Context: an optimization exercise on an open-source flow, tuned for small area and a short achievable clock period. The choices shown serve that exercise and are no tape-out recipe. Function was checked by simulation only, so behaviour that the tests miss may differ from the original. Power and IR drop assume default switching activity.

==> flow/design.v <==
package avst_fifo_pkg;
    typedef enum logic [1:0] {
        REG_DATA   = 2'd0,
        REG_LEVEL  = 2'd1,
        REG_THRESH = 2'd2,
        REG_CTRL   = 2'd3
    } reg_addr_e;
    localparam int STAT_EMPTY    = 0;
    localparam int STAT_FULL     = 1;
    localparam int STAT_IRQ_PEND = 2;
    localparam int STAT_IRQ_EN   = 3;
    localparam int STATUS_W      = 4;
    localparam int CTRL_FLUSH  = 0;
    localparam int CTRL_IRQ_EN = 1;
endpackage
module sc_fifo_core #(
    parameter int DATA_W = 32,
    parameter int DEPTH  = 64,
    parameter int LVL_W  = $clog2(DEPTH) + 1
) (
    input  logic              clock,
    input  logic              reset_n,
    input  logic              rd_i,         
    input  logic              wr_i,         
    input  logic [1:0]        addr_i,       
    input  logic              d0_i,         
    input  logic              valid_i,      
    input  logic              blocked_i,    
    input  logic [DATA_W-1:0] wdata_i,
    output logic [DATA_W-1:0] head_x_o,      
    output logic [LVL_W-1:0]  level_o,
    output logic              empty_o,
    output logic              full_o
);
    localparam int LO = 9;
    localparam int HI = 7;
    localparam int MW = LO * HI;             
    logic [DATA_W-1:0] mem [MW];
    localparam logic [DATA_W-1:0] HEAD_MASK = {{(DATA_W-LVL_W){1'b1}}, {LVL_W{1'b0}}};
    logic [DATA_W-1:0] head_x_q;
    logic [LO-1:0]     wr_lo_q, rd_lo_q;
    logic [HI-1:0]     wr_hi_q, rd_hi_q;
    logic              room_q;               
    logic [HI-1:0]     wr_hi_d;
    logic [LVL_W-1:0]  level_q, level_d;
    logic              empty_q;              
    logic              one_q;                
    logic              more_q;               
    logic              mem_wr;
    logic              mem_rd;
    logic [DATA_W-1:0] head_d;
    logic push_i, pop_i, flush_i;            
    logic flush_w, flush_r;                  
    logic head_ld_lo, head_ld_hi;            
    avst_ctl u_c_lvl (.r(rd_i), .w(wr_i), .a0(addr_i[0]), .a1(addr_i[1]), .d0(d0_i),
        .sv(valid_i), .blk(blocked_i), .e(empty_q), .one(one_q), .more(more_q),
        .push(push_i), .pop(pop_i), .flush(flush_i), .mem_wr(), .mem_rd(), .head_ld(),
        .wr_th(), .wr_ct());
    avst_ctl u_c_wp (.r(rd_i), .w(wr_i), .a0(addr_i[0]), .a1(addr_i[1]), .d0(d0_i),
        .sv(valid_i), .blk(blocked_i), .e(empty_q), .one(one_q), .more(more_q),
        .push(), .pop(), .flush(flush_w), .mem_wr(mem_wr), .mem_rd(), .head_ld(),
        .wr_th(), .wr_ct());
    avst_ctl u_c_rp (.r(rd_i), .w(wr_i), .a0(addr_i[0]), .a1(addr_i[1]), .d0(d0_i),
        .sv(valid_i), .blk(blocked_i), .e(empty_q), .one(one_q), .more(more_q),
        .push(), .pop(), .flush(flush_r), .mem_wr(), .mem_rd(mem_rd), .head_ld(),
        .wr_th(), .wr_ct());
    avst_ctl u_c_h0 (.r(rd_i), .w(wr_i), .a0(addr_i[0]), .a1(addr_i[1]), .d0(d0_i),
        .sv(valid_i), .blk(blocked_i), .e(empty_q), .one(one_q), .more(more_q),
        .push(), .pop(), .flush(), .mem_wr(), .mem_rd(), .head_ld(head_ld_lo),
        .wr_th(), .wr_ct());
    avst_ctl u_c_h1 (.r(rd_i), .w(wr_i), .a0(addr_i[0]), .a1(addr_i[1]), .d0(d0_i),
        .sv(valid_i), .blk(blocked_i), .e(empty_q), .one(one_q), .more(more_q),
        .push(), .pop(), .flush(), .mem_wr(), .mem_rd(), .head_ld(head_ld_hi),
        .wr_th(), .wr_ct());
    logic [LVL_W-1:0] level_up, level_dn;
    avst_lvl_step #(.W(LVL_W)) u_step (.level(level_q), .up(level_up), .dn(level_dn));
    always_comb begin
        level_d = level_q;
        if (flush_i) begin
            level_d = '0;
        end else begin
            case ({push_i, pop_i})
                2'b10:   level_d = level_up;
                2'b01:   level_d = level_dn;
                default: level_d = level_q;
            endcase
        end
    end
    logic empty_d, one_d, more_d;
    logic two_now;
    logic full_d;
    assign full_d = !flush_i && !pop_i &&
                    (level_q[LVL_W-1] || (push_i && level_q == LVL_W'(DEPTH - 1)));
    assign two_now = (level_q == LVL_W'(2));
    always_comb begin
        empty_d = 1'b1;
        one_d   = 1'b0;
        more_d  = 1'b0;
        if (!flush_i) begin
            case ({push_i, pop_i})
                2'b10: begin
                    empty_d = 1'b0;
                    one_d   = empty_q;
                    more_d  = !empty_q;
                end
                2'b01: begin
                    empty_d = one_q;
                    one_d   = two_now;
                    more_d  = more_q && !two_now;
                end
                default: begin
                    empty_d = empty_q;
                    one_d   = one_q;
                    more_d  = more_q;
                end
            endcase
        end
    end
    always_ff @(posedge clock or negedge reset_n) begin
        if (!reset_n) begin
            level_q <= '0;
            empty_q <= 1'b1;
            one_q   <= 1'b0;
            more_q  <= 1'b0;
            wr_lo_q <= LO'(1);
            wr_hi_q <= HI'(1);
            room_q   <= 1'b1;
            rd_lo_q <= LO'(1);
            rd_hi_q <= HI'(1);
        end else begin
            wr_hi_q  <= wr_hi_d;
            room_q   <= !full_d;
            level_q <= level_d;
            empty_q <= empty_d;
            one_q   <= one_d;
            more_q  <= more_d;
            if (flush_w) begin
                wr_lo_q <= LO'(1);
            end else if (mem_wr) begin
                wr_lo_q <= {wr_lo_q[LO-2:0], wr_lo_q[LO-1]};
            end
            if (flush_r) begin
                rd_lo_q <= LO'(1);
                rd_hi_q <= HI'(1);
            end else if (mem_rd) begin
                rd_lo_q <= {rd_lo_q[LO-2:0], rd_lo_q[LO-1]};
                if (rd_lo_q[LO-1]) rd_hi_q <= {rd_hi_q[HI-2:0], rd_hi_q[HI-1]};
            end
        end
    end
    always_comb begin
        wr_hi_d = wr_hi_q;
        if (flush_w) begin
            wr_hi_d = HI'(1);
        end else if (mem_wr && wr_lo_q[LO-1]) begin
            wr_hi_d = {wr_hi_q[HI-2:0], wr_hi_q[HI-1]};
        end
    end
    logic [MW-1:0] rd_sel;
    always_comb begin
        for (int h = 0; h < HI; h++) begin
            for (int l = 0; l < LO; l++) begin
                rd_sel[h*LO+l] = rd_hi_q[h] & rd_lo_q[l];
            end
        end
    end
    localparam int NG = MW / 3;              
    localparam int NU = NG / 3;              
    genvar gb, gg;
    generate
        for (gb = 0; gb < DATA_W; gb++) begin : g_rdb
            logic [NG-1:0] t_n;              
            logic [NU-1:0] u;                
            logic [3:0]    v_n;              
            for (gg = 0; gg < NG; gg++) begin : g_t
                avst_aoi222 u_t (
                    .a1(rd_sel[3*gg]),   .b1(mem[3*gg][gb]),
                    .a2(rd_sel[3*gg+1]), .b2(mem[3*gg+1][gb]),
                    .a3(rd_sel[3*gg+2]), .b3(mem[3*gg+2][gb]),
                    .y(t_n[gg]));
            end
            for (gg = 0; gg < NU; gg++) begin : g_u
                avst_nand3 u_u (.a(t_n[3*gg]), .b(t_n[3*gg+1]), .c(t_n[3*gg+2]), .y(u[gg]));
            end
            avst_nor2 u_v0 (.a(u[0]), .b(u[1]), .y(v_n[0]));
            avst_nor2 u_v1 (.a(u[2]), .b(u[3]), .y(v_n[1]));
            avst_nor2 u_v2 (.a(u[4]), .b(u[5]), .y(v_n[2]));
            avst_inv  u_v3 (.a(u[6]), .y(v_n[3]));
            avst_head_d #(.INV(HEAD_MASK[gb])) u_hd (
                .v_n(v_n), .w(wdata_i[gb]), .more(more_q), .y(head_d[gb]));
        end
    endgenerate
    genvar gh, gl;
    generate
        for (gh = 0; gh < HI; gh++) begin : g_hi
            for (gl = 0; gl < LO; gl++) begin : g_lo
                always_ff @(posedge clock) begin
                    if (room_q && wr_hi_q[gh] && wr_lo_q[gl]) begin
                        mem[gh*LO+gl] <= wdata_i;
                    end
                end
            end
        end
    endgenerate
    localparam int HB = DATA_W / 2;
    always_ff @(posedge clock) begin
        if (head_ld_lo) begin
            head_x_q[HB-1:0] <= head_d[HB-1:0];
        end
    end
    always_ff @(posedge clock) begin
        if (head_ld_hi) begin
            head_x_q[DATA_W-1:HB] <= head_d[DATA_W-1:HB];
        end
    end
    assign head_x_o = head_x_q;
    assign level_o = level_q;
    assign empty_o = empty_q;
    assign full_o  = level_q[LVL_W-1];
endmodule
module avst_lvl_step #(
    parameter int W = 7
) (
    input  logic [W-1:0] level,
    output logic [W-1:0] up,
    output logic [W-1:0] dn
);
    assign up = level + W'(1);
    assign dn = level - W'(1);
endmodule
module avst_aoi222 (
    input  logic a1, b1, a2, b2, a3, b3,
    output logic y
);
    assign y = ~((a1 & b1) | (a2 & b2) | (a3 & b3));
endmodule
module avst_nand3 (
    input  logic a, b, c,
    output logic y
);
    assign y = ~(a & b & c);
endmodule
module avst_nor2 (
    input  logic a, b,
    output logic y
);
    assign y = ~(a | b);
endmodule
module avst_head_d #(
    parameter bit INV = 1'b0
) (
    input  logic [3:0] v_n,
    input  logic       w,
    input  logic       more,
    output logic       y
);
    assign y = (more ? ~&v_n : w) ^ INV;
endmodule
module avst_inv (
    input  logic a,
    output logic y
);
    assign y = ~a;
endmodule
module avst_ctl (
    input  logic r,          
    input  logic w,          
    input  logic a0,
    input  logic a1,
    input  logic d0,         
    input  logic sv,         
    input  logic blk,        
    input  logic e,          
    input  logic one,        
    input  logic more,       
    output logic push,
    output logic pop,
    output logic flush,
    output logic mem_wr,     
    output logic mem_rd,     
    output logic head_ld,    
    output logic wr_th,      
    output logic wr_ct       
);
    logic rdd;
    assign rdd     = r & ~a0 & ~a1;
    assign wr_th   = w & a1 & ~a0;
    assign wr_ct   = w & a1 & a0;
    assign flush   = wr_ct & d0;
    assign push    = sv & ~blk & ~flush;
    assign pop     = rdd & ~e;
    assign mem_wr  = push & ~e & ~(one & rdd);
    assign mem_rd  = rdd & more;
    assign head_ld = rdd | e;
endmodule
module avst_to_avmm_fifo #(
    parameter int DATA_W = 32,
    parameter int DEPTH  = 64,
    parameter int LVL_W  = $clog2(DEPTH) + 1
) (
    input  logic              clock,
    input  logic              reset_n,
    input  logic [DATA_W-1:0] sink_data,
    input  logic              sink_valid,
    output logic              sink_ready,
    input  logic [1:0]        mm_address,
    input  logic              mm_read,
    input  logic              mm_write,
    input  logic [31:0]       mm_writedata,
    output logic [DATA_W-1:0] mm_readdata,
    output logic              mm_waitrequest,
    output logic              irq
);
    logic [DATA_W-1:0] head_x;       
    logic [LVL_W-1:0]  level;
    logic              empty;
    logic              full;
    logic [LVL_W-1:0]  thresh_q, thresh_d;
    logic              irq_en_q, irq_en_d;
    logic              irq_pend_q, irq_pend_d;
    logic              blocked_q;
    logic              wr_thresh;
    logic              wr_ctrl;
    logic              flush;
    logic              push;
    logic              pop;
    logic              full_d;
    avst_ctl u_ctl (.r(mm_read), .w(mm_write), .a0(mm_address[0]), .a1(mm_address[1]),
        .d0(mm_writedata[avst_fifo_pkg::CTRL_FLUSH]), .sv(sink_valid), .blk(blocked_q),
        .e(empty), .one(1'b0), .more(1'b0),
        .push(push), .pop(pop), .flush(flush), .mem_wr(), .mem_rd(), .head_ld(),
        .wr_th(wr_thresh), .wr_ct(wr_ctrl));
    avst_ready u_ready (.blocked(blocked_q), .wr(mm_write), .a0(mm_address[0]),
                        .a1(mm_address[1]), .d0(mm_writedata[0]), .y(sink_ready));
    avst_wait  u_wait  (.rd(mm_read), .a0(mm_address[0]), .a1(mm_address[1]),
                        .empty(empty), .y(mm_waitrequest));
    sc_fifo_core #(
        .DATA_W (DATA_W),
        .DEPTH  (DEPTH),
        .LVL_W  (LVL_W)
    ) u_core (
        .clock   (clock),
        .reset_n (reset_n),
        .rd_i     (mm_read),
        .wr_i     (mm_write),
        .addr_i   (mm_address),
        .d0_i     (mm_writedata[avst_fifo_pkg::CTRL_FLUSH]),
        .valid_i  (sink_valid),
        .blocked_i(blocked_q),
        .wdata_i (sink_data),
        .head_x_o(head_x),
        .level_o (level),
        .empty_o (empty),
        .full_o  (full)
    );
    always_comb begin
        thresh_d   = wr_thresh ? mm_writedata[LVL_W-1:0] : thresh_q;
        irq_en_d   = wr_ctrl ? mm_writedata[avst_fifo_pkg::CTRL_IRQ_EN] : irq_en_q;
        irq_pend_d = irq_pend_q;
        if (wr_thresh || flush) begin
            irq_pend_d = 1'b0;
        end else if ((thresh_q != '0) && (level >= thresh_q)) begin
            irq_pend_d = 1'b1;
        end
        full_d = !flush && ((full && !pop) ||
                            (level == LVL_W'(DEPTH - 1) && sink_valid && !blocked_q && !pop));
    end
    always_ff @(posedge clock or negedge reset_n) begin
        if (!reset_n) begin
            thresh_q   <= '0;
            irq_en_q   <= 1'b0;
            irq_pend_q <= 1'b0;
            blocked_q  <= 1'b1;
        end else begin
            thresh_q   <= thresh_d;
            irq_en_q   <= irq_en_d;
            irq_pend_q <= irq_pend_d;
            blocked_q  <= full_d;
        end
    end
    assign irq = irq_en_q && irq_pend_q;
    logic [LVL_W-1:0]  lvl_bits;
    logic [LVL_W-1:0]  thr_bits;
    logic [LVL_W-1:0]  sts_bits;
    assign lvl_bits = level;
    assign thr_bits = thresh_q;
    assign sts_bits = LVL_W'({irq_en_q, irq_pend_q, full, empty});
    genvar gb;
    generate
        for (gb = 0; gb < DATA_W; gb++) begin : g_rd
            if (gb < LVL_W) begin : g_reg
                logic x0, x1;
                avst_mux2i u_m0 (.s(mm_address[0]), .a(head_x[gb]), .b(lvl_bits[gb]), .y(x0));
                avst_mux2i u_m1 (.s(mm_address[0]), .a(thr_bits[gb]), .b(sts_bits[gb]), .y(x1));
                avst_mux2i u_m2 (.s(mm_address[1]), .a(x0), .b(x1), .y(mm_readdata[gb]));
            end else begin : g_data
                avst_nor3 u_n (.a(mm_address[0]), .b(mm_address[1]), .c(head_x[gb]),
                               .y(mm_readdata[gb]));
            end
        end
    endgenerate
endmodule
module avst_mux2i (
    input  logic s,
    input  logic a,
    input  logic b,
    output logic y
);
    assign y = ~(s ? b : a);
endmodule
module avst_nor3 (
    input  logic a,
    input  logic b,
    input  logic c,
    output logic y
);
    assign y = ~(a | b | c);
endmodule
module avst_ready (
    input  logic blocked,
    input  logic wr,
    input  logic a0,
    input  logic a1,
    input  logic d0,
    output logic y
);
    assign y = ~(blocked | (wr & a0 & a1 & d0));
endmodule
module avst_wait (
    input  logic rd,
    input  logic a0,
    input  logic a1,
    input  logic empty,
    output logic y
);
    assign y = rd & ~a0 & ~a1 & empty;
endmodule
==> flow/flow/run.sh <==
#!/bin/bash
# The standard layout, with every port placed in one row on the bottom edge
# (flow/io.tcl), the Avalon-MM ports next to each other in the middle, and the
# port buffers made from plain buffers instead of delay cells.
set -euo pipefail
bash standard.sh IO_CONSTRAINTS="$PWD/flow/io.tcl" \
  BUFFER_PORTS_ARGS="-buffer_cell sky130_fd_sc_hd__buf_4" > standard.log 2>&1
==> flow/flow/io.tcl <==
# Place every port on the bottom edge, in one row, the Avalon-MM and control
# ports in the middle next to each other.
set block [ord::get_db_block]
set die [$block getDieArea]
set dbu [$block getDbUnitsPerMicron]
set x0 [expr {double([$die xMin]) / $dbu}]
set x1 [expr {double([$die xMax]) / $dbu}]
set order {}
for {set i 31} {$i >= 7} {incr i -1} { lappend order "mm_writedata\[$i\]" }
for {set i 0} {$i < 32} {incr i} { lappend order "sink_data\[$i\]" }
lappend order clock reset_n sink_valid sink_ready mm_read {mm_address[0]} {mm_address[1]} mm_write
for {set i 0} {$i < 7} {incr i} { lappend order "mm_writedata\[$i\]" }
lappend order mm_waitrequest irq
for {set i 0} {$i < 32} {incr i} { lappend order "mm_readdata\[$i\]" }
set pitch 1.38
set n [llength $order]
set start [expr {($x0 + $x1) / 2.0 - $pitch * ($n - 1) / 2.0}]
set start [expr {0.23 + 0.46 * round(($start - 0.23) / 0.46)}]
set i 0
foreach p $order {
  place_pin -pin_name $p -layer met2 -location [list [expr {$start + $i * $pitch}] 0] -force_to_die_boundary
  incr i
}
==> flow/standard.sh <==
#!/bin/bash
# synth_recipe.tcl (not shown) runs the flow's synth.tcl, then flattens the netlist and writes it again
# the make line also repeats each setting of config.mk as NAME=value (left out here)
make -C /OpenROAD-flow-scripts/flow DESIGN_CONFIG=/design/flow/config.mk WORK_HOME=/design/flow/orfs CLKGATE_MAP_FILE= SYNTH_SCRIPT=/design/flow/synth_recipe.tcl "${@:-finish}"
==> flow/config.mk <==
export PLATFORM = sky130hd
export DESIGN_NAME = avst_to_avmm_fifo
export DESIGN_NICKNAME = avst_to_avmm_fifo
export VERILOG_FILES = /design/flow/design.v
export SDC_FILE = /design/flow/constraint.sdc
export NUM_CORES = 4
export LEC_CHECK = 0
export CAP_MARGIN = 20
export CORE_MARGIN = 2
export CORE_UTILIZATION = 55
export CTS_CLUSTER_DIAMETER = 70
export CTS_CLUSTER_SIZE = 28
export PLACE_DENSITY = 0.65
export SETUP_SLACK_MARGIN = 2.7
export SLEW_MARGIN = 20
export SYNTH_HIERARCHICAL = 1
export SYNTH_MINIMUM_KEEP_SIZE = 0
==> flow/constraint.sdc <==
create_clock -name core_clock -period 5.5 [get_ports {clock}]
set_input_delay 1.1000 -clock core_clock [delete_from_list [all_inputs] [get_ports {clock}]]
set_output_delay 1.1000 -clock core_clock [all_outputs]
set_load 0.01 [all_outputs]
==> flow_summary.json, run 1 <==
{
  "fp.dieW_um": 372.2,
  "postCtsHoldBufs": 0,
  "clk_pin_slew_ns": 0.10,
  "worstPathRequired_ns": 4.40,
  "syn-cell-area_um2": 74580,
  "overflow": 0,
  "io_buffers": 80,
  "finalMaxSlewViolations": 0,
  "min_period_over_period": 0.5257,
  "rsz0062_at_grt": "true",
  "fp-row-count": 135,
  "drive_above_1_share": 0.1515,
  "cpMostUsedCell": "mux2i_1",
  "grt_max_degree": 65,
  "slew_headroom": 0.2837,
  "ant_nets": 0,
  "die-area_um2": 138600,
  "first_iter_violations": 8195,
  "final_hold_viol_count": 0,
  "syn-mean-instance-area_um2": 20.56,
  "place_ws_ns": 2.025,
  "p_total_uw": 32140,
  "drc": 0,
  "cts_tree": "done",
  "die_h_um": 372.2,
  "nFillCells": 9383,
  "vias": 40770,
  "grt_pass1_vias": 37210,
  "r2r-start": "u_core.rd_lo_q[1]",
  "via_per_inst": 7.073,
  "cts_buffer_depth": 3,
  "worstSetupStartpointType": "flip-flop",
  "fmax_mhz": 345.9,
  "cp_slowest_stage_delay_ns": 0.57,
  "status": "no timing/DRC/antenna violations",
  "grt_usage": 0.2850,
  "htreeDepth": 3,
  "crit_fanout": 3,
  "crit_type": "flip-flop to output port",
  "finalClockSkew_ns": 0.04281,
  "ctsRootBufferMaster": "clkbuf_16",
  "path_cells": "mux2i_1, mux2i_1, buf_4",
  "start_util": 0.5526,
  "setup_tns_ns": 0,
  "yosys_warnings": 10,
  "drt-wirelength-per-cell_um": 34.75,
  "vdd_ir_drop_max_mv": 0.3836,
  "r2r_slack_ns": 2.61,
  "clock_latency_ns": 0.78,
  "design.core.area_um2": 135000,
  "cts.sinks": 2101,
  "dr.pass1.iters": 9,
  "antenna_found_initial": 11,
  "period_needed_ns": 2.891,
  "area_delta_synth_final_pct": 10.77,
  "num-nets-final": 3962,
  "fin_ws_ns": 2.609,
  "reg2reg_depth": 7,
  "cp_slowest_cell": "dfstp_2",
  "worstSetupEndpointType": "output port",
  "hp-class": "input port to async pin",
  "ios": 0,
  "cts_inserted_buffers": 112,
  "r2r-end": "u_core.head_x_q[9]",
  "dpl.hpwl_mm": 105.7,
  "worst-endpoint-arrival_ns": 1.79,
  "setup_viol": 0,
  "gp_congestion": 0.8821,
  "grt_pass1_wl_mm": 278.5,
  "p_per_area_nw_per_um2": 389.1,
  "power.leakage_uw": 0.02608,
  "postSynthCellCount": 3627,
  "drt-total-wl_mm": 200.4,
  "worst_pin_slew_ns": 1.074,
  "max_cap_violations": 0
}
[per-layer routing]
layer  share of wire  track usage  vias to the layer above
li1                -            -                    16870
met1            0.38       0.4099                    21100
met2            0.47       0.4450                     2521
met5               0            0                        -
met4           0.037       0.1060                        0
met3            0.11      0.04571                      283
[cells in the final DEF, fill, tap and decap left out, types with 7 or more instances in the layout]
| cell type | instances |
|---|---|
| and4_1 | 7 |
| nor3_2 | 22 |
| nor2_4 | 27 |
| dfrtp_1 | 28 |
| inv_1 | 44 |
| nand3_2 | 7 |
| buf_4 | 151 |
| inv_6 | 23 |
| nand4_1 | 27 |
| ha_1 | 9 |
| a21oi_2 | 7 |
| edfxtp_1 | 2048 |
| a21oi_1 | 22 |
| dfstp_2 | 7 |
| nand2_1 | 46 |
| clkinv_4 | 8 |
| and3_2 | 63 |
| dfrtp_2 | 17 |
| nor2_1 | 56 |
| diode_2 | 10 |
| nand3_1 | 225 |
| inv_8 | 20 |
| and2_1 | 60 |
| a222oi_1 | 672 |
| mux2i_1 | 59 |
| nor2_2 | 42 |
| clkbuf_16 | 115 |
| buf_6 | 11 |
| xnor2_1 | 7 |
[registers in the layout, summed over array words and instances, names as in the netlist, 7 cells and up]
signal and flops:
u_core.rd_lo_q 9, u_core.wr_hi_q 7, u_core.rd_hi_q 7, thresh_q 7
u_core.level_q 7, u_core.mem 2016, u_core.wr_lo_q 9, u_core.head_x_q 32
[worst max path at each step]
stage	from	endpoint	cells past startpoint
after global routing	u_core.empty_q	mm_readdata[0]	3
after global placement	mm_address[0]	u_core.more_q	6
after floorplan	mm_address[0]	mm_readdata[1]	2
after detailed placement	mm_address[0]	u_core.more_q	6
final	u_core.empty_q	mm_readdata[0]	3
after CTS	u_core.empty_q	mm_readdata[0]	3
[critical path: cells and delay by family, from the launching register on]
| kind | cells | cell delay, ns |
|---|---|---|
| muxes | 2 | 0.30 |
| buffers and inverters | 1 | 0.17 |
| DFF | 1 | 0.57 |
[power by group]
group	total (uW)	internal [uW]	switching, uW
Clock	9820	4320	5500
Combinational	3430	917	2510
Sequential	18900	18300	547
Total	32100	23600	8550
[per-stage QoR]
stage               hold WS, ns  std cells  cell area [um^2]  utilization
floorplan                0.4951       3629             74580            -
global placement         0.5305       5521             77830       0.5767
detailed placement       0.5485       5521             77830       0.5767
CTS                      0.3327       5737             82270       0.6095
global route             0.3861       5761             82600       0.6120
finish                   0.3563       5765             82610       0.6121
[final cells by class]
class | count | area (um^2) | area share
Inverter | 46 | 172.7 | 0.002090
Timing Repair Buffer | 173 | 1473 | 0.01783
Sequential cell | 2101 | 62860 | 0.7609
Tap cell | 1781 | 2228 | 0.02697
Multi-Input combinational cell | 1448 | 11910 | 0.1442
Clock inverter | 87 | 1047 | 0.01268
Clock buffer | 119 | 2893 | 0.03502
Antenna cell | 10 | 25.02 | 0.0003029
[timing repair]
| action | in CTS | in global routing |
|---|---|---|
| setup buffers | 6 | 18 |
| resized for setup | 114 | 56 |
| cloned | 4 | 0 |
| endpoints found under the hold margin | 0 | 0 |
| endpoints found under the setup margin | 66 | 32 |
| pin swaps | 14 | 31 |
==> inputs of run 2 (changes only) <==
--- a/flow/config.mk
+++ b/flow/config.mk
@@ -8,8 +8,8 @@
 export CAP_MARGIN = 20
 export CORE_MARGIN = 2
-export CORE_UTILIZATION = 55
+export CORE_UTILIZATION = 65
 export CTS_CLUSTER_DIAMETER = 70
 export CTS_CLUSTER_SIZE = 28
-export PLACE_DENSITY = 0.65
+export PLACE_DENSITY = 0.75
 export SETUP_SLACK_MARGIN = 2.7
 export SLEW_MARGIN = 20
==> run 2 against run 1 <==
Against the previous run:
- still clean on timing, DRC and antenna
- register-to-register slack got worse by 0.04 ns
- core utilization rose by 10 points
- first-iteration DRC count rose by 18%
- sequential share of layout area rose by 0.91 points
- critical path depth rose by 4
- clock skew barely moved
- synthesized cell count did not move
- non-clock buffer count fell by 14
- clock-buffer cell count fell by 11
- setup slack got worse by 0.043 ns
- area after synthesis did not move
- critical endpoint is now u_core.head_x_q[9]
==> flow_summary.json, run 2 <==
{
  "status": "no timing/DRC/antenna violations",
  "syn-cell-area_um2": 74580,
  "final_cell_mix": "edfxtp_1, a222oi_1, nand3_1",
  "fmax_mhz": 340.8,
  "yosys_warnings": 10,
  "dpl.hpwl_mm": 104.4,
  "final_hold_viol_count": 0,
  "multi_input_area_um2": 11940,
  "clock_latency_ns": 0.73,
  "rsz0062_at_grt": "true",
  "finalMaxSlewViolations": 0,
  "setup_viol": 0,
  "worst-endpoint-arrival_ns": 3.49,
  "via_per_inst": 7.581,
  "grt_usage": 0.3324,
  "ctsRootBufferMaster": "clkbuf_16",
  "ant_nets": 0,
  "overflow": 0,
  "final_common_cell": "edfxtp_1",
  "grt_max_degree": 65,
  "final_cells": 5447,
  "cts_tree": "done",
  "io_buffers": 80,
  "reg_top3": "u_core.mem: 2016 flops, u_core.head_x_q: 32 flops",
  "place_ws_ns": 2.004,
  "cts.sinks": 2101,
  "r2r_slack_ns": 2.57,
  "regMostFlops": "u_core.mem",
  "fp.dieW_um": 342.7,
  "nFillCells": 6675,
  "register_area_um2": 62860,
  "finalClockSkew_ns": 0.04311,
  "p_per_area_nw_per_um2": 383.0,
  "setup_tns_ns": 0,
  "grt_pass1_wl_mm": 276.4,
  "min_period_over_period": 0.5335,
  "die-area_um2": 117500,
  "max_cap_violations": 0,
  "postCtsHoldBufs": 0,
  "worstSetupStartpointType": "flip-flop",
  "clk_pin_slew_ns": 0.10,
  "drt-wirelength-per-cell_um": 36.22,
  "worstPathRequired_ns": 6.06,
  "fp-row-count": 124,
  "dr.pass1.iters": 15,
  "area_delta_synth_final_pct": 9.464,
  "hp-class": "input port to async pin",
  "num-nets-final": 3937,
  "die_h_um": 342.7,
  "drt-total-wl_mm": 197.3,
  "cts_buffer_depth": 3,
  "start_util": 0.6540,
  "syn-mean-instance-area_um2": 20.56,
  "power.leakage_uw": 0.02572,
  "slew_headroom": 0.2808,
  "period_needed_ns": 2.934,
  "crit_type": "flip-flop to flip-flop",
  "antenna_found_initial": 15,
  "gp_congestion": 0.9256,
  "largest_reg_flops": 2016,
  "vias": 41290,
  "p_total_uw": 31270,
  "design.core.area_um2": 114000,
  "first_iter_violations": 9700,
  "htreeDepth": 3,
  "worstSetupEndpointType": "flip-flop",
  "ios": 0,
  "drive_above_1_share": 0.1414,
  "grt_pass1_vias": 38450,
  "drc": 0,
  "postSynthCellCount": 3627,
  "placed_cells": 5251,
  "vdd_ir_drop_max_mv": 0.3799,
  "fin_ws_ns": 2.566,
  "cts_inserted_buffers": 101,
  "crit_fanout": 32,
  "worst_pin_slew_ns": 1.079
}
[run 2: path summary, 6_finish.rpt]
path | start | end | cells past startpoint
max | u_core.rd_lo_q[6] | u_core.head_x_q[9] | 7
min | reset_n | u_core.level_q[2] | 1
max reg2reg | u_core.rd_lo_q[6] | u_core.head_x_q[9] | 7
min reg2reg | irq_en_q | irq_en_q | 1
max in group asynchronous | reset_n | u_core.rd_lo_q[3] | 1
min in group core_clock | irq_en_q | irq_en_q | 1
[run 2: repair_timing]
item / 4_1_cts / 5_1_grt
cloned: 4 / 0
pin swaps: 12 / 15
endpoints found under the setup margin: 66 / 37
resized for setup: 98 / 68
buffers inserted: 4 / 7
[run 2: through the flow]
stage / hold slack [ns] / util / area (um^2)
finish: 0.4033 / 0.7159 / 81630
floorplan: 0.4951 / - / 74580
global placement: 0.5242 / 0.6795 / 77490
detailed placement: 0.5493 / 0.6795 / 77490
CTS: 0.4065 / 0.7131 / 81320
global route: 0.4428 / 0.7158 / 81630
[run 2: final cells by class]
| type | instances | area share |
|---|---|---|
| diodes | 9 | 0.0002759 |
| flip-flops and latches | 2101 | 0.7700 |
| multi-input cells | 1448 | 0.1463 |
| well taps | 1512 | 0.02317 |
| clock inverters | 64 | 0.009656 |
| inverters | 46 | 0.002115 |
| repair buffers | 159 | 0.01645 |
| clock buffers | 108 | 0.03206 |
[run 2: per-layer routing]
layer / up-vias / share of wire / track usage / routed length (um)
met1: 20940 / 0.34 / 0.4580 / 67370
met5: - / 0.000066 / 0 / 13
met4: 2 / 0.057 / 0.1615 / 11150
met3: 436 / 0.13 / 0.07181 / 26220
li1: 16760 / - / - / -
met2: 3159 / 0.47 / 0.5145 / 92520
[run 2: worst max-delay path, stage by stage (launching register included)]
cell	delay, ns
dfrtp_2	0.55
and2_1	0.20
buf_4	0.27
a222oi_1	0.46
nand3_1	0.29
nor2_1	0.39
nand4_1	0.30
mux2i_1	0.28
[run 2: power breakdown]
| part | internal (uW) | switching, uW | leakage, uW |
|---|---|---|---|
| registers | 18300 | 586 | 0.0191 |
| clock network | 3910 | 5040 | 0.00165 |
| logic | 900 | 2490 | 0.00499 |
| total | 23200 | 8110 | 0.0257 |
==> inputs of run 3 (changes only) <==
--- a/flow/design.v
+++ b/flow/design.v
@@ -31,4 +31,5 @@
     output logic [LVL_W-1:0]  level_o,
     output logic              empty_o,
+    output logic              nonempty_o,
     output logic              full_o
 );
@@ -44,5 +45,6 @@
     logic [HI-1:0]     wr_hi_d;
     logic [LVL_W-1:0]  level_q, level_d;
-    logic              empty_q;              
+    logic              nonempty_q;           
+    logic              empty_q;
     logic              one_q;                
     logic              more_q;               
@@ -54,21 +56,21 @@
     logic head_ld_lo, head_ld_hi;            
     avst_ctl u_c_lvl (.r(rd_i), .w(wr_i), .a0(addr_i[0]), .a1(addr_i[1]), .d0(d0_i),
-        .sv(valid_i), .blk(blocked_i), .e(empty_q), .one(one_q), .more(more_q),
+        .sv(valid_i), .blk(blocked_i), .ne(nonempty_q), .one(one_q), .more(more_q),
         .push(push_i), .pop(pop_i), .flush(flush_i), .mem_wr(), .mem_rd(), .head_ld(),
         .wr_th(), .wr_ct());
     avst_ctl u_c_wp (.r(rd_i), .w(wr_i), .a0(addr_i[0]), .a1(addr_i[1]), .d0(d0_i),
-        .sv(valid_i), .blk(blocked_i), .e(empty_q), .one(one_q), .more(more_q),
+        .sv(valid_i), .blk(blocked_i), .ne(nonempty_q), .one(one_q), .more(more_q),
         .push(), .pop(), .flush(flush_w), .mem_wr(mem_wr), .mem_rd(), .head_ld(),
         .wr_th(), .wr_ct());
     avst_ctl u_c_rp (.r(rd_i), .w(wr_i), .a0(addr_i[0]), .a1(addr_i[1]), .d0(d0_i),
-        .sv(valid_i), .blk(blocked_i), .e(empty_q), .one(one_q), .more(more_q),
+        .sv(valid_i), .blk(blocked_i), .ne(nonempty_q), .one(one_q), .more(more_q),
         .push(), .pop(), .flush(flush_r), .mem_wr(), .mem_rd(mem_rd), .head_ld(),
         .wr_th(), .wr_ct());
     avst_ctl u_c_h0 (.r(rd_i), .w(wr_i), .a0(addr_i[0]), .a1(addr_i[1]), .d0(d0_i),
-        .sv(valid_i), .blk(blocked_i), .e(empty_q), .one(one_q), .more(more_q),
+        .sv(valid_i), .blk(blocked_i), .ne(nonempty_q), .one(one_q), .more(more_q),
         .push(), .pop(), .flush(), .mem_wr(), .mem_rd(), .head_ld(head_ld_lo),
         .wr_th(), .wr_ct());
     avst_ctl u_c_h1 (.r(rd_i), .w(wr_i), .a0(addr_i[0]), .a1(addr_i[1]), .d0(d0_i),
-        .sv(valid_i), .blk(blocked_i), .e(empty_q), .one(one_q), .more(more_q),
+        .sv(valid_i), .blk(blocked_i), .ne(nonempty_q), .one(one_q), .more(more_q),
         .push(), .pop(), .flush(), .mem_wr(), .mem_rd(), .head_ld(head_ld_hi),
         .wr_th(), .wr_ct());
@@ -120,5 +122,5 @@
         if (!reset_n) begin
             level_q <= '0;
-            empty_q <= 1'b1;
+            nonempty_q <= 1'b0;
             one_q   <= 1'b0;
             more_q  <= 1'b0;
@@ -132,5 +134,5 @@
             room_q   <= !full_d;
             level_q <= level_d;
-            empty_q <= empty_d;
+            nonempty_q <= !empty_d;
             one_q   <= one_d;
             more_q  <= more_d;
@@ -216,5 +218,7 @@
     assign head_x_o = head_x_q;
     assign level_o = level_q;
+    assign empty_q = !nonempty_q;
     assign empty_o = empty_q;
+    assign nonempty_o = nonempty_q;
     assign full_o  = level_q[LVL_W-1];
 endmodule
@@ -271,5 +275,5 @@
     input  logic sv,         
     input  logic blk,        
-    input  logic e,          
+    input  logic ne,         
     input  logic one,        
     input  logic more,       
@@ -283,5 +287,6 @@
     output logic wr_ct       
 );
-    logic rdd;
+    logic rdd, e;
+    assign e       = ~ne;
     assign rdd     = r & ~a0 & ~a1;
     assign wr_th   = w & a1 & ~a0;
@@ -315,4 +320,5 @@
     logic [LVL_W-1:0]  level;
     logic              empty;
+    logic              nonempty;
     logic              full;
     logic [LVL_W-1:0]  thresh_q, thresh_d;
@@ -328,5 +334,5 @@
     avst_ctl u_ctl (.r(mm_read), .w(mm_write), .a0(mm_address[0]), .a1(mm_address[1]),
         .d0(mm_writedata[avst_fifo_pkg::CTRL_FLUSH]), .sv(sink_valid), .blk(blocked_q),
-        .e(empty), .one(1'b0), .more(1'b0),
+        .ne(nonempty), .one(1'b0), .more(1'b0),
         .push(push), .pop(pop), .flush(flush), .mem_wr(), .mem_rd(), .head_ld(),
         .wr_th(wr_thresh), .wr_ct(wr_ctrl));
@@ -334,5 +340,5 @@
                         .a1(mm_address[1]), .d0(mm_writedata[0]), .y(sink_ready));
     avst_wait  u_wait  (.rd(mm_read), .a0(mm_address[0]), .a1(mm_address[1]),
-                        .empty(empty), .y(mm_waitrequest));
+                        .ne(nonempty), .y(mm_waitrequest));
     sc_fifo_core #(
         .DATA_W (DATA_W),
@@ -352,4 +358,5 @@
         .level_o (level),
         .empty_o (empty),
+        .nonempty_o(nonempty),
         .full_o  (full)
     );
@@ -431,7 +438,7 @@
     input  logic a0,
     input  logic a1,
-    input  logic empty,
+    input  logic ne,         
     output logic y
 );
-    assign y = rd & ~a0 & ~a1 & empty;
+    assign y = rd & ~a0 & ~a1 & ~ne;
 endmodule
--- a/flow/config.mk
+++ b/flow/config.mk
@@ -8,8 +8,8 @@
 export CAP_MARGIN = 20
 export CORE_MARGIN = 2
-export CORE_UTILIZATION = 65
+export CORE_UTILIZATION = 55
 export CTS_CLUSTER_DIAMETER = 70
 export CTS_CLUSTER_SIZE = 28
-export PLACE_DENSITY = 0.75
+export PLACE_DENSITY = 0.65
 export SETUP_SLACK_MARGIN = 2.7
 export SLEW_MARGIN = 20
==> run 3 against run 2 <==
Against the previous run:
- sequential power about the same
- first-iteration DRC count decreased by 17%
- final cell count increased by 5.7%
- critical path depth did not move
- core utilization decreased by 10 points
- worst hold slack got worse by 0.049 ns
- synthesized cell count is the same
- highest routed layer unchanged
- largest power group unchanged
- non-clock buffer count grew 5
==> flow_summary.json, run 3 <==
{
  "drt-wirelength-per-cell_um": 34.50,
  "r2r_slack_ns": 2.62,
  "worstSetupStartpointType": "flip-flop",
  "dpl.hpwl_mm": 105.1,
  "io_buffers": 80,
  "num-nets-final": 3957,
  "power.leakage_uw": 0.02616,
  "finalClockSkew_ns": 0.03864,
  "status": "no timing/DRC/antenna violations",
  "fp.dieW_um": 372.2,
  "hp-class": "input port to async pin",
  "finalMaxSlewViolations": 0,
  "ios": 0,
  "syn-mean-instance-area_um2": 20.56,
  "clk_pin_slew_ns": 0.10,
  "setup_viol": 0,
  "nFillCells": 9374,
  "drive_above_1_share": 0.1514,
  "ant_nets": 0,
  "overflow": 0,
  "setup_tns_ns": 0,
  "via_per_inst": 7.040,
  "max_cap_violations": 0,
  "final_common_cell": "edfxtp_1",
  "final_hold_viol_count": 0,
  "p_total_uw": 32740,
  "vias": 40530,
  "vdd_ir_drop_max_mv": 0.3677,
  "area_delta_synth_final_pct": 10.95,
  "syn-cell-area_um2": 74580,
  "worst_pin_slew_ns": 1.060,
  "period_needed_ns": 2.883,
  "fp-row-count": 135,
  "worst-endpoint-arrival_ns": 3.47,
  "crit_fanout": 32,
  "ctsRootBufferMaster": "clkbuf_16",
  "regMostFlops": "u_core.mem",
  "crit_type": "flip-flop to flip-flop",
  "cts.sinks": 2101,
  "grt_pass1_wl_mm": 276.6,
  "yosys_warnings": 10,
  "fmax_mhz": 346.9,
  "final_cells": 5756,
  "min_period_over_period": 0.5241,
  "dr.pass1.iters": 14,
  "die_h_um": 372.2,
  "reg_top3": "u_core.mem: 2016 flops, u_core.head_x_q: 32 flops",
  "worstSetupEndpointType": "flip-flop",
  "slew_headroom": 0.2934,
  "gp_congestion": 0.8636,
  "grt_pass1_vias": 36960,
  "cts_inserted_buffers": 113,
  "cts_tree": "done",
  "die-area_um2": 138600,
  "grt_usage": 0.2839,
  "clock_latency_ns": 0.77,
  "postSynthCellCount": 3627,
  "grt_max_degree": 65,
  "first_iter_violations": 8036,
  "rsz0062_at_grt": "true",
  "worstPathRequired_ns": 6.09,
  "p_per_area_nw_per_um2": 395.7,
  "drt-total-wl_mm": 198.6,
  "antenna_found_initial": 8,
  "final_core_util": 0.6131,
  "largest_reg_flops": 2016,
  "start_util": 0.5526,
  "drc": 0,
  "postCtsHoldBufs": 0,
  "final_cell_mix": "edfxtp_1, a222oi_1, nand3_1",
  "htreeDepth": 3,
  "cts_buffer_depth": 3,
  "placed_cells": 5523,
  "design.core.area_um2": 135000
}
[run 3: cell count changes in the layout (fill, tap and decap cells not counted), sizes merged, moves of 4 or more]
cell,before,now
clkbuf,108,117
a21oi,29,25
a211oi,5,1
buf,158,163
nor2,125,139
inv,64,97
nor2b,7,1
clkinv,35,29
mux2,2,9
a22oi,5,0
mux2i,65,70
nor3b,6,0
[run 3: cell type report]
class	count	area, um^2	area share
Timing Repair Buffer	164	1373	0.01659
Antenna cell	6	15.01	0.0001814
Tap cell	1781	2228	0.02693
Multi-Input combinational cell	1448	11980	0.1448
Clock inverter	92	1230	0.01486
Inverter	47	176.4	0.002132
Clock buffer	117	2885	0.03487
Sequential cell	2101	62860	0.7596
[run 3: final timing paths]
check | from | to | depth (start not counted)
worst min register to register | irq_en_q | irq_en_q | 1
worst min-delay path | reset_n | irq_en_q | 1
worst max-delay path | u_core.rd_lo_q[0] | u_core.head_x_q[22] | 7
max in group asynchronous | reset_n | u_core.rd_hi_q[2] | 1
min in group core_clock | mm_writedata[3] | thresh_q[3] | 3
worst max register to register | u_core.rd_lo_q[0] | u_core.head_x_q[22] | 7
[run 3: metal layers]
| metal | global-route usage | wire length [um] |
|---|---|---|
| met1 | 0.4088 | 74620 |
| met2 | 0.4452 | 94440 |
| met3 | 0.04279 | 22020 |
| met4 | 0.1048 | 7506 |
| met5 | 0 | 20 |
[run 3: through the flow]
step / hold WS, ns / instance area (um^2) / worst slack (ns)
global placement: 0.5301 / 77850 / 2.020
floorplan: 0.4951 / 74590 / 2.948
global route: 0.4020 / 82740 / 2.632
finish: 0.3546 / 82750 / 2.617
detailed placement: 0.5366 / 77850 / 2.003
CTS: 0.3530 / 82500 / 2.640
[run 3: worst max-delay path, cell delays in order (launching register included)]
cell and delay (ns):
dfstp_2 0.51, and2_1 0.20, buf_4 0.26, a222oi_1 0.43, nand3_1 0.36, nor2_4 0.30, nand4_1 0.32, mux2i_1 0.28
[run 3: what timing repair did]
item	in CTS	in global routing
pin swaps	8	12
gates cloned	4	0
setup buffers	14	0
endpoints found under the setup margin	66	45
resized for setup	110	61
[run 3: report_power, final]
part	total, uW	leakage [uW]	switching [uW]	internal [uW]
logic	3460	0.00506	2540	919
clock network	10100	0.00198	5570	4490
registers	19200	0.0191	628	18600
total	32700	0.0262	8740	24000
==> inputs of run 4 (changes only) <==
--- a/flow/config.mk
+++ b/flow/config.mk
@@ -12,5 +12,5 @@
 export CTS_CLUSTER_SIZE = 28
 export PLACE_DENSITY = 0.65
-export SETUP_SLACK_MARGIN = 2.7
+export SETUP_SLACK_MARGIN = 2.85
 export SLEW_MARGIN = 20
 export SYNTH_HIERARCHICAL = 1
==> run 4 against run 3 <==
Against the previous run:
- clock power hardly changed
- sequential cell count stayed put
- sequential share of layout area is 1.4 points lower
- final cell count is 0.59% higher
- worst hold slack better by 0.013 ns
- first-iteration DRC count hardly changed
- total power is 1.3% higher
- clock skew hardly changed
- critical endpoint is now mm_readdata[1]
- highest routed layer unchanged
==> flow_summary.json, run 4 <==
{
  "worstSetupEndpointType": "output port",
  "syn-cell-area_um2": 74580,
  "clk_pin_slew_ns": 0.10,
  "design.core.area_um2": 135000,
  "worst_pin_slew_ns": 1.013,
  "yosys_warnings": 10,
  "finalMaxSlewViolations": 0,
  "final_common_cell": "edfxtp_1",
  "grt_pass1_vias": 37200,
  "syn-mean-instance-area_um2": 20.56,
  "cts_buffer_depth": 3,
  "via_per_inst": 7.073,
  "crit_type": "input port to output port",
  "slew_headroom": 0.3244,
  "start_util": 0.5526,
  "p_per_area_nw_per_um2": 393.6,
  "drt-wirelength-per-cell_um": 35.13,
  "area_delta_synth_final_pct": 13.00,
  "htreeDepth": 3,
  "nFillCells": 9191,
  "path_cells": "buf_16, mux2i_2, mux2i_2, buf_4",
  "io_buffers": 80,
  "dr.pass1.iters": 9,
  "grt_max_degree": 65,
  "fp.dieW_um": 372.2,
  "cts.sinks": 2101,
  "fmax_mhz": 351.7,
  "final_cells": 5790,
  "num-nets-final": 3991,
  "power.leakage_uw": 0.02674,
  "regMostFlops": "u_core.mem",
  "finalClockSkew_ns": 0.03860,
  "drt-total-wl_mm": 203.4,
  "rsz0062_at_grt": "true",
  "cpMostUsedCell": "mux2i_2",
  "placed_cells": 5523,
  "status": "no timing/DRC/antenna violations",
  "hp-class": "input port to async pin",
  "setup_viol": 0,
  "worst-endpoint-arrival_ns": 1.74,
  "die_h_um": 372.2,
  "path_buf_inv": 2,
  "grt_pass1_wl_mm": 279.7,
  "clock_latency_ns": 0.77,
  "startpoint": "mm_address[0]",
  "postCtsHoldBufs": 0,
  "overflow": 0,
  "antenna_found_initial": 10,
  "die-area_um2": 138600,
  "grt_usage": 0.2882,
  "worstPathRequired_ns": 4.40,
  "max_cap_violations": 0,
  "crit_fanout": 7,
  "min_period_over_period": 0.5170,
  "period_needed_ns": 2.844,
  "largest_reg_flops": 2016,
  "postSynthCellCount": 3627,
  "gp_congestion": 0.8636,
  "final_hold_viol_count": 0,
  "drc": 0,
  "ios": 0,
  "drive_above_1_share": 0.1729,
  "cts_inserted_buffers": 113,
  "r2r-start": "u_core.rd_lo_q[0]",
  "dpl.hpwl_mm": 105.1,
  "cp_slowest_stage_delay_ns": 0.20,
  "vdd_ir_drop_max_mv": 0.3603,
  "first_iter_violations": 8043,
  "cp_slowest_cell": "mux2i_2",
  "reg_top3": "u_core.mem: 2016 flops, u_core.head_x_q: 32 flops",
  "ant_nets": 0,
  "final_cell_mix": "edfxtp_1, a222oi_1, nand3_1",
  "fp-row-count": 135,
  "cts_tree": "done",
  "worstSetupStartpointType": "input port",
  "setup_tns_ns": 0,
  "vias": 40950,
  "ctsRootBufferMaster": "clkbuf_16",
  "cp_top_family": "multiplexers"
}
run 4: final timing paths:
kind / end / slack (ns) / cells after the start
min: irq_en_q / 0.37 / 1
min reg2reg: irq_en_q / 0.56 / 1
max reg2reg: u_core.head_x_q[10] / 2.78 / 8
min in group core_clock: thresh_q[3] / 0.53 / 3
max: mm_readdata[1] / 2.66 / 4
max in group asynchronous: u_core.more_q / 4.55 / 1
run 4: cell type report:
type	count	area, um^2	area share
Multi-Input combinational cell	1448	12570	0.1492
Tap cell	1781	2228	0.02644
Clock inverter	92	1230	0.01459
Timing Repair Buffer	198	2301	0.02730
Clock buffer	117	2885	0.03424
Inverter	47	176.4	0.002093
Sequential cell	2101	62870	0.7460
Antenna cell	6	15.01	0.0001782
run 4: power by group:
part	total, uW	internal (uW)	switching, uW
logic	3850	1140	2710
clock network	10100	4490	5580
registers	19200	18600	657
total	33200	24200	8950
run 4: per-layer routing:
layer  vias up  track usage  part of all wire
met4         6       0.1084             0.041
li1      16920            -                 -
met2      2497       0.4520              0.47
met3       308      0.04510              0.11
met5         -            0           0.00020
met1     21230       0.4127              0.38
run 4: timing repair:
| item | 4_1_cts | 5_1_grt |
|---|---|---|
| pin swaps | 78 | 93 |
| resized for setup | 270 | 175 |
| cloned | 13 | 5 |
| endpoints found under the setup margin | 69 | 1548 |
| setup buffers | 29 | 5 |
run 4: metrics by stage:
step           hold slack, ns  area (um^2)  total power (uW)  utilization  setup slack (ns)
2_1_floorplan          0.4951        74590             20710            -             2.948
3_3_place_gp           0.5301        77850             22670       0.5768             2.020
3_5_place_dp           0.5366        77850             22740       0.5768             2.003
4_1_cts                0.3530        83520             33030       0.6188             2.640
5_1_grt                0.3943        84270             33940       0.6244             2.636
6_report               0.3673        84280             33170       0.6245             2.656
==> inputs of run 5 (changes only) <==
--- a/flow/config.mk
+++ b/flow/config.mk
@@ -9,8 +9,8 @@
 export CORE_MARGIN = 2
 export CORE_UTILIZATION = 55
-export CTS_CLUSTER_DIAMETER = 70
-export CTS_CLUSTER_SIZE = 28
+export CTS_CLUSTER_DIAMETER = 75
+export CTS_CLUSTER_SIZE = 30
 export PLACE_DENSITY = 0.65
-export SETUP_SLACK_MARGIN = 2.85
+export SETUP_SLACK_MARGIN = 2.8
 export SLEW_MARGIN = 20
 export SYNTH_HIERARCHICAL = 1
==> run 5 against run 4 <==
Against the previous run:
- still clean on timing, DRC and antenna
- register-to-register slack got worse by 0.05 ns
- synthesized cell count unchanged
- core utilization is 1.4 points lower
- cell area is 2.2% lower
- area after synthesis unchanged
- clock skew rose by 0.010 ns
- via count shrank 1.5%
- die area stayed put
==> flow_summary.json, run 5 <==
{
  "htreeDepth": 3,
  "grt_pass1_vias": 36820,
  "fin_ws_ns": 2.660,
  "yosys_warnings": 10,
  "first_iter_violations": 7833,
  "largest_reg_flops": 2016,
  "status": "no timing/DRC/antenna violations",
  "cts_tree": "done",
  "start_util": 0.5526,
  "drive_above_1_share": 0.1479,
  "slew_headroom": 0.2757,
  "hp-class": "input port to async pin",
  "gp_congestion": 0.8636,
  "reg_top3": "u_core.mem: 2016 flops, u_core.head_x_q: 32 flops",
  "fp.dieW_um": 372.2,
  "min_period_over_period": 0.5163,
  "grt_pass1_wl_mm": 275.7,
  "setup_viol": 0,
  "die_h_um": 372.2,
  "regMostFlops": "u_core.mem",
  "io_buffers": 80,
  "drc": 0,
  "rsz0062_at_grt": "true",
  "antenna_found_initial": 10,
  "final_common_cell": "edfxtp_1",
  "crit_fanout": 7,
  "vdd_ir_drop_max_mv": 0.2609,
  "vias": 40360,
  "crit_type": "input port to output port",
  "ant_nets": 0,
  "fp-row-count": 135,
  "syn-mean-instance-area_um2": 20.56,
  "worst-endpoint-arrival_ns": 1.74,
  "design.core.area_um2": 135000,
  "register_area_um2": 62860,
  "finalMaxSlewViolations": 0,
  "power.leakage_uw": 0.02595,
  "nFillCells": 9407,
  "via_per_inst": 7.060,
  "period_needed_ns": 2.840,
  "grt_max_degree": 65,
  "clock_latency_ns": 0.76,
  "die-area_um2": 138600,
  "place_ws_ns": 2.003,
  "max_cap_violations": 0,
  "worst_pin_slew_ns": 1.086,
  "finalClockSkew_ns": 0.04857,
  "area_delta_synth_final_pct": 10.48,
  "dpl.hpwl_mm": 105.1,
  "cts_inserted_buffers": 97,
  "dr.pass1.iters": 9,
  "final_hold_viol_count": 0,
  "ios": 0,
  "final_cell_mix": "edfxtp_1, a222oi_1, nand3_1",
  "drt-wirelength-per-cell_um": 34.79,
  "num-nets-final": 3948,
  "postCtsHoldBufs": 0,
  "drt-total-wl_mm": 198.9,
  "cts.sinks": 2101,
  "syn-cell-area_um2": 74580,
  "ctsRootBufferMaster": "clkbuf_16",
  "worstPathRequired_ns": 4.40,
  "cts_buffer_depth": 3,
  "fmax_mhz": 352.1,
  "clk_pin_slew_ns": 0.11,
  "overflow": 0,
  "setup_tns_ns": 0,
  "p_per_area_nw_per_um2": 385.2,
  "worstSetupStartpointType": "input port",
  "multi_input_area_um2": 12220,
  "postSynthCellCount": 3627,
  "grt_usage": 0.2831,
  "worstSetupEndpointType": "output port"
}
## run 5: worst paths after layout
path / start / endpoint / slack [ns] / depth (start not counted)
worst max-delay path: mm_address[0] / mm_readdata[0] / 2.66 / 4
worst min-delay path: reset_n / u_core.level_q[3] / 0.37 / 1
worst max register to register: u_core.rd_lo_q[8] / u_core.head_x_q[7] / 2.73 / 7
worst min register to register: irq_en_q / irq_en_q / 0.58 / 1
max in group asynchronous: reset_n / u_core.rd_lo_q[4] / 4.55 / 1
min in group core_clock: mm_writedata[3] / thresh_q[3] / 0.55 / 3
## run 5: what timing repair did
action | 4_1_cts | 5_1_grt
setup endpoints to repair | 66 | 280
cloned | 5 | 0
pin swaps | 30 | 32
resized for setup | 173 | 78
buffers inserted | 19 | 1
## run 5: cell type report
| class | count | area share |
|---|---|---|
| Multi-Input combinational cell | 1448 | 0.1483 |
| Antenna cell | 7 | 0.0002126 |
| Clock buffer | 99 | 0.02955 |
| Clock inverter | 63 | 0.01148 |
| Inverter | 47 | 0.002141 |
| Timing Repair Buffer | 171 | 0.01845 |
| Sequential cell | 2101 | 0.7628 |
| Tap cell | 1781 | 0.02704 |
## run 5: worst max-delay path: stages
cell and delay (ns):
buf_16 0.12, mux2i_1 0.13, mux2i_2 0.22, buf_4 0.17
## run 5: layer usage
metal,global-route usage,routed length [um],vias to the layer above
li1,-,-,16750
met1,0.4071,75820,21030
met2,0.4470,95110,2341
met3,0.04340,21280,236
met4,0.09825,6674,0
met5,0,0,-
## run 5: power by group
part	internal [uW]	switching, uW	total [uW]
Clock	3780	5220	9000
Sequential	18600	643	19200
Combinational	957	2560	3520
## run 5: per-stage QoR
stage / hold slack (ns) / cell area, um^2 / util / total power, uW / instances
global route: 0.3955 / 82390 / 0.6105 / 32520 / 5714
floorplan: 0.4951 / 74590 / - / 20710 / 3629
finish: 0.3675 / 82400 / 0.6105 / 31740 / 5717
global placement: 0.5301 / 77850 / 0.5768 / 22670 / 5523
detailed placement: 0.5366 / 77850 / 0.5768 / 22740 / 5523
CTS: 0.3560 / 82070 / 0.6081 / 31680 / 5709
==> inputs of run 6 (changes only) <==
--- a/flow/config.mk
+++ b/flow/config.mk
@@ -9,6 +9,6 @@
 export CORE_MARGIN = 2
 export CORE_UTILIZATION = 55
-export CTS_CLUSTER_DIAMETER = 75
-export CTS_CLUSTER_SIZE = 30
+export CTS_CLUSTER_DIAMETER = 80
+export CTS_CLUSTER_SIZE = 32
 export PLACE_DENSITY = 0.65
 export SETUP_SLACK_MARGIN = 2.8
==> run 6 against run 5 <==
Against the previous run:
- maximum frequency down 0.50%
- sequential power about the same
- setup slack worse by 0.014 ns
- critical endpoint is now mm_readdata[1]
- highest routed layer is now met5
==> flow_summary.json, run 6 <==
{
  "p_per_area_nw_per_um2": 376.6,
  "reg2reg_depth": 8,
  "via_per_inst": 7.075,
  "finalClockSkew_ns": 0.04991,
  "worstSetupEndpointType": "output port",
  "setup_viol": 0,
  "first_iter_violations": 7833,
  "fp.dieW_um": 372.2,
  "design.core.area_um2": 135000,
  "final_common_cell": "edfxtp_1",
  "reg_top3": "u_core.mem: 2016 flops, u_core.head_x_q: 32 flops",
  "io_buffers": 80,
  "multi_input_area_um2": 12300,
  "status": "no timing/DRC/antenna violations",
  "cts_tree": "done",
  "vdd_ir_drop_max_mv": 0.2466,
  "grt-busiest-layer": "met2",
  "placed_cells": 5523,
  "rsz0062_at_grt": "true",
  "worstSetupStartpointType": "input port",
  "p_total_uw": 30920,
  "drt-wirelength-per-cell_um": 34.94,
  "die-area_um2": 138600,
  "hp-class": "input port to async pin",
  "ctsRootBufferMaster": "clkbuf_16",
  "dpl_cell_area_um2": 77850,
  "grt.met3_usage": 0.04213,
  "fin_area_um2": 82090,
  "largest_reg_flops": 2016,
  "fmax_mhz": 350.4,
  "antenna_found_initial": 13,
  "num-nets-final": 3949,
  "syn-cell-area_um2": 74580,
  "grt.met2_usage": 0.4462,
  "nFillCells": 9441,
  "grt_util_met1": 0.4085,
  "vias": 40390,
  "drive_above_1_share": 0.1469,
  "area_delta_synth_final_pct": 10.07,
  "clock_latency_ns": 0.74,
  "drc": 0,
  "slew_headroom": 0.2738,
  "dpl.hpwl_mm": 105.1,
  "whs_ns": 0.3883,
  "grt_pass1_wl_mm": 275.9,
  "ant_nets": 0,
  "cts.sinks": 2101,
  "overflow": 0,
  "start_util": 0.5526,
  "clk_pin_slew_ns": 0.11,
  "regMostFlops": "u_core.mem",
  "startpoint": "mm_address[0]",
  "drt-total-wl_mm": 199.5,
  "grt_max_degree": 65,
  "min_period_over_period": 0.5189,
  "ios": 0,
  "endpoint": "mm_readdata[1]",
  "die_h_um": 372.2,
  "gp_congestion": 0.8636,
  "final_hold_viol_count": 0,
  "cts_inserted_buffers": 86,
  "worstPathRequired_ns": 4.40,
  "crit_type": "input port to output port",
  "finalMaxSlewViolations": 0,
  "max_cap_violations": 0,
  "yosys_warnings": 10,
  "grt_usage": 0.2833,
  "power.leakage_uw": 0.02584,
  "postSynthCellCount": 3627,
  "htreeDepth": 3,
  "r2r_slack_ns": 2.72,
  "final_cell_mix": "edfxtp_1, a222oi_1, nand3_1",
  "cts_buffer_depth": 3,
  "dr.pass1.iters": 10,
  "period_needed_ns": 2.854,
  "crit_fanout": 7,
  "postCtsHoldBufs": 0,
  "worst-endpoint-arrival_ns": 1.75,
  "setup_tns_ns": 0,
  "syn-mean-instance-area_um2": 20.56,
  "grt_pass1_vias": 36710,
  "worst_pin_slew_ns": 1.089,
  "r2r-start": "u_core.rd_lo_q[6]",
  "fp-row-count": 135,
  "final_cells": 5709,
  "r2r-end": "u_core.head_x_q[19]",
  "register_area_um2": 62860
}
-- run 6: how the worst min path moves through the flow --
| stage | endpoint | slack, ns | cells after the start |
|---|---|---|---|
| after floorplan | irq_en_q | 0.50 | 1 |
| after global placement | irq_en_q | 0.53 | 1 |
| after detailed placement | irq_en_q | 0.54 | 1 |
| after CTS | irq_en_q | 0.39 | 1 |
| after global routing | u_core.level_q[3] | 0.42 | 1 |
| final | u_core.level_q[3] | 0.39 | 1 |
-- run 6: cell type report --
type | instances | area share
flip-flops and latches | 2101 | 0.7657
clock buffers | 99 | 0.02785
diodes | 7 | 0.0002134
repair buffers | 183 | 0.02090
well taps | 1781 | 0.02715
clock inverters | 43 | 0.006188
multi-input cells | 1448 | 0.1498
inverters | 47 | 0.002149
-- run 6: worst max-delay path: stages --
cell and delay, ns:
buf_16 0.13, mux2i_4 0.18, mux2i_2 0.18, buf_4 0.16
-- run 6: stage by stage --
stage / utilization / setup WS, ns
finish: 0.6083 / 2.646
global route: 0.6082 / 2.628
CTS: 0.6043 / 2.641
detailed placement: 0.5768 / 2.003
global placement: 0.5768 / 2.020
floorplan: - / 2.948
-- run 6: what timing repair did --
| action | in CTS | in global routing |
|---|---|---|
| cloned | 5 | 2 |
| endpoints found under the setup margin | 67 | 345 |
| gates resized for setup | 174 | 113 |
| pin swaps | 35 | 59 |
| hold endpoints to repair | 0 | 0 |
| buffers inserted | 23 | 7 |
-- run 6: where the power goes --
| part | total (uW) | internal [uW] | switching [uW] |
|---|---|---|---|
| Sequential | 19200 | 18600 | 640 |
| Clock | 8130 | 3220 | 4910 |
| Combinational | 3560 | 986 | 2570 |
-- run 6: metal layers --
metal / wire (um) / vias to the layer above
met2: 95250 / 2297
met1: 76420 / 21090
met4: 6996 / 4
met5: 23 / -
li1: - / 16730
met3: 20780 / 269
==> inputs of run 7 (changes only) <==
--- a/flow/flow/run.sh
+++ b/flow/flow/run.sh
@@ -5,3 +5,3 @@
 set -euo pipefail
 bash standard.sh IO_CONSTRAINTS="$PWD/flow/io.tcl" \
-  BUFFER_PORTS_ARGS="-buffer_cell sky130_fd_sc_hd__buf_4" > standard.log 2>&1
+  BUFFER_PORTS_ARGS="-buffer_cell sky130_fd_sc_hd__buf_2" > standard.log 2>&1
--- a/flow/config.mk
+++ b/flow/config.mk
@@ -9,6 +9,6 @@
 export CORE_MARGIN = 2
 export CORE_UTILIZATION = 55
-export CTS_CLUSTER_DIAMETER = 80
-export CTS_CLUSTER_SIZE = 32
+export CTS_CLUSTER_DIAMETER = 75
+export CTS_CLUSTER_SIZE = 30
 export PLACE_DENSITY = 0.65
 export SETUP_SLACK_MARGIN = 2.8
==> run 7 against run 6 <==
Against the previous run:
- non-clock buffer count is 53 higher
- sequential power hardly changed
- first-iteration DRC count is 10% higher
- total power is 2.4% higher
- clock skew is 0.0033 ns lower
- largest cell class unchanged
==> flow_summary.json, run 7 <==
{
  "status": "no timing/DRC/antenna violations",
  "syn-mean-instance-area_um2": 20.56,
  "r2r_slack_ns": 2.70,
  "reg2reg_depth": 8,
  "cts_inserted_buffers": 97,
  "worst-endpoint-arrival_ns": 1.83,
  "die-area_um2": 138600,
  "design.core.area_um2": 135000,
  "max_cap_violations": 0,
  "endpoint": "mm_readdata[5]",
  "crit_type": "input port to output port",
  "postCtsHoldBufs": 0,
  "dr.pass1.iters": 10,
  "htreeDepth": 3,
  "cts.sinks": 2101,
  "grt_pass1_wl_mm": 281.2,
  "setup_viol": 0,
  "cp_slowest_stage_delay_ns": 0.23,
  "die_h_um": 372.2,
  "clock_latency_ns": 0.77,
  "final_common_cell": "edfxtp_1",
  "nFillCells": 9377,
  "setup_tns_ns": 0,
  "via_per_inst": 7.104,
  "final_cell_mix": "edfxtp_1, a222oi_1, nand3_1",
  "fin_ws_ns": 2.570,
  "worst-path-stages": 5,
  "r2r-end": "u_core.head_x_q[9]",
  "final_hold_viol_count": 0,
  "drt-wirelength-per-cell_um": 35.57,
  "grt_pass1_vias": 37280,
  "finalMaxSlewViolations": 0,
  "area_delta_synth_final_pct": 11.57,
  "worstSetupStartpointType": "input port",
  "io_buffers": 80,
  "drt-total-wl_mm": 205.4,
  "regMostFlops": "u_core.mem",
  "vias": 41030,
  "worstSetupEndpointType": "output port",
  "yosys_warnings": 10,
  "worstPathRequired_ns": 4.40,
  "syn-cell-area_um2": 74580,
  "ant_nets": 0,
  "grt_max_degree": 65,
  "cts_buffer_depth": 3,
  "drive_above_1_share": 0.1657,
  "final_cells": 5775,
  "vdd_ir_drop_max_mv": 0.2784,
  "slew_headroom": 0.2912,
  "fmax_mhz": 341.2,
  "path_buf_inv": 3,
  "overflow": 0,
  "grt_usage": 0.2894,
  "dpl.hpwl_mm": 106.7,
  "path_cells": "buf_16, buf_16, mux2i_1, mux2i_1, buf_2",
  "cp_slowest_cell": "mux2i_1",
  "rsz0062_at_grt": "true",
  "worst_pin_slew_ns": 1.063,
  "hp-class": "input port to async pin",
  "p_per_area_nw_per_um2": 380.6,
  "startpoint": "mm_address[0]",
  "largest_reg_flops": 2016,
  "ctsRootBufferMaster": "clkbuf_16",
  "reg_top3": "u_core.mem: 2016 flops, u_core.head_x_q: 32 flops",
  "first_iter_violations": 8613,
  "cts_tree": "done",
  "gp_congestion": 0.8886,
  "power.leakage_uw": 0.02638,
  "finalClockSkew_ns": 0.04661,
  "min_period_over_period": 0.5328,
  "crit_fanout": 6,
  "cp_top_family": "buffers and inverters",
  "period_needed_ns": 2.930,
  "postSynthCellCount": 3627,
  "fp-row-count": 135,
  "ios": 0,
  "fp.dieW_um": 372.2,
  "place_ws_ns": 1.736,
  "start_util": 0.5526,
  "n_antenna_cell": 0,
  "drc": 0,
  "placed_cells": 5555,
  "clk_pin_slew_ns": 0.11,
  "antenna_found_initial": 8,
  "num-nets-final": 4013,
  "r2r-start": "u_core.rd_lo_q[8]"
}
-- run 7: through the flow --
step | power (uW) | hold WS [ns] | utilization | cell area, um^2
2_1_floorplan | 20710 | 0.4951 | - | 74590
3_3_place_gp | 22700 | 0.5164 | 0.5771 | 77890
3_5_place_dp | 22760 | 0.5197 | 0.5771 | 77890
4_1_cts | 31430 | 0.4411 | 0.6095 | 82260
5_1_grt | 32370 | 0.5021 | 0.6165 | 83210
6_report | 31670 | 0.4470 | 0.6165 | 83210
-- run 7: cell type report --
class | instances | area, um^2 | area share
flip-flops and latches | 2101 | 62870 | 0.7555
multi-input cells | 1448 | 12480 | 0.1500
inverters | 47 | 176.4 | 0.002120
repair buffers | 236 | 2251 | 0.02705
well taps | 1781 | 2228 | 0.02678
clock inverters | 62 | 748.2 | 0.008992
clock buffers | 100 | 2460 | 0.02956
-- run 7: metal layers --
metal | wire length, um | up-vias | global-route usage
li1 | - | 16890 | -
met1 | 75960 | 21280 | 0.4091
met2 | 98070 | 2557 | 0.4607
met3 | 23030 | 291 | 0.04463
met4 | 8287 | 6 | 0.1083
met5 | 48 | - | 0
-- run 7: worst min path at each step --
stage               startpoint           to  slack, ns
global route           reset_n  thresh_q[2]       0.50
global placement      irq_en_q     irq_en_q       0.52
floorplan             irq_en_q     irq_en_q       0.50
CTS                    reset_n  thresh_q[2]       0.44
finish                 reset_n     irq_en_q       0.45
detailed placement    irq_en_q     irq_en_q       0.52
-- run 7: repair_timing --
| action | in CTS | in global routing |
|---|---|---|
| cloned | 10 | 6 |
| buffers inserted | 27 | 15 |
| pin swaps | 54 | 95 |
| gates resized for setup | 200 | 172 |
| endpoints found under the setup margin | 76 | 1529 |
-- run 7: report_power, final --
part | total [uW] | switching, uW | leakage (uW) | internal (uW)
Combinational | 3660 | 2640 | 0.00570 | 1020
Sequential | 19300 | 696 | 0.0191 | 18600
Clock | 8720 | 5200 | 0.00156 | 3530

## afterwards: timing with drivers on the ports
The flow's constraints put no driver on any port. The routed layouts listed below were extracted and timed again, unchanged, in two steps. Step 1 assumes that a clkbuf_16 drives the clock port and a buf_2 every other input. Step 2 adds t to the input delays and takes it off the output delays; t is the mean of the earliest and latest rising clock arrival at the registers after step 1. Input paths then give back, and output paths get back, about the clock's delay inside the block. Three values: no drivers, after step 1, after step 2; two values: the first two.
run | t, ns | setup slack, ns | latest minus earliest clock arrival (ns)
run 1 | 0.818 | 2.609 / 2.383 / 2.035 | 0.049 / 0.048
run 2 | 0.768 | 2.566 / 2.388 / 2.105 | 0.056 / 0.057
run 3 | 0.809 | 2.617 / 2.383 / 2.233 | 0.046 / 0.046
run 4 | 0.814 | 2.656 / 2.223 / 1.937 | 0.048 / 0.048
run 5 | 0.800 | 2.660 / 2.384 / 2.249 | 0.058 / 0.057
run 6 | 0.780 | 2.646 / 2.397 / 2.066 | 0.057 / 0.057
run 7 | 0.810 | 2.570 / 2.370 / 2.295 | 0.052 / 0.053
After both steps setup and hold are still met in every run listed. The setup slack of run 4, which loses most, moves by -0.433 ns with the drivers and by -0.719 ns with both steps.
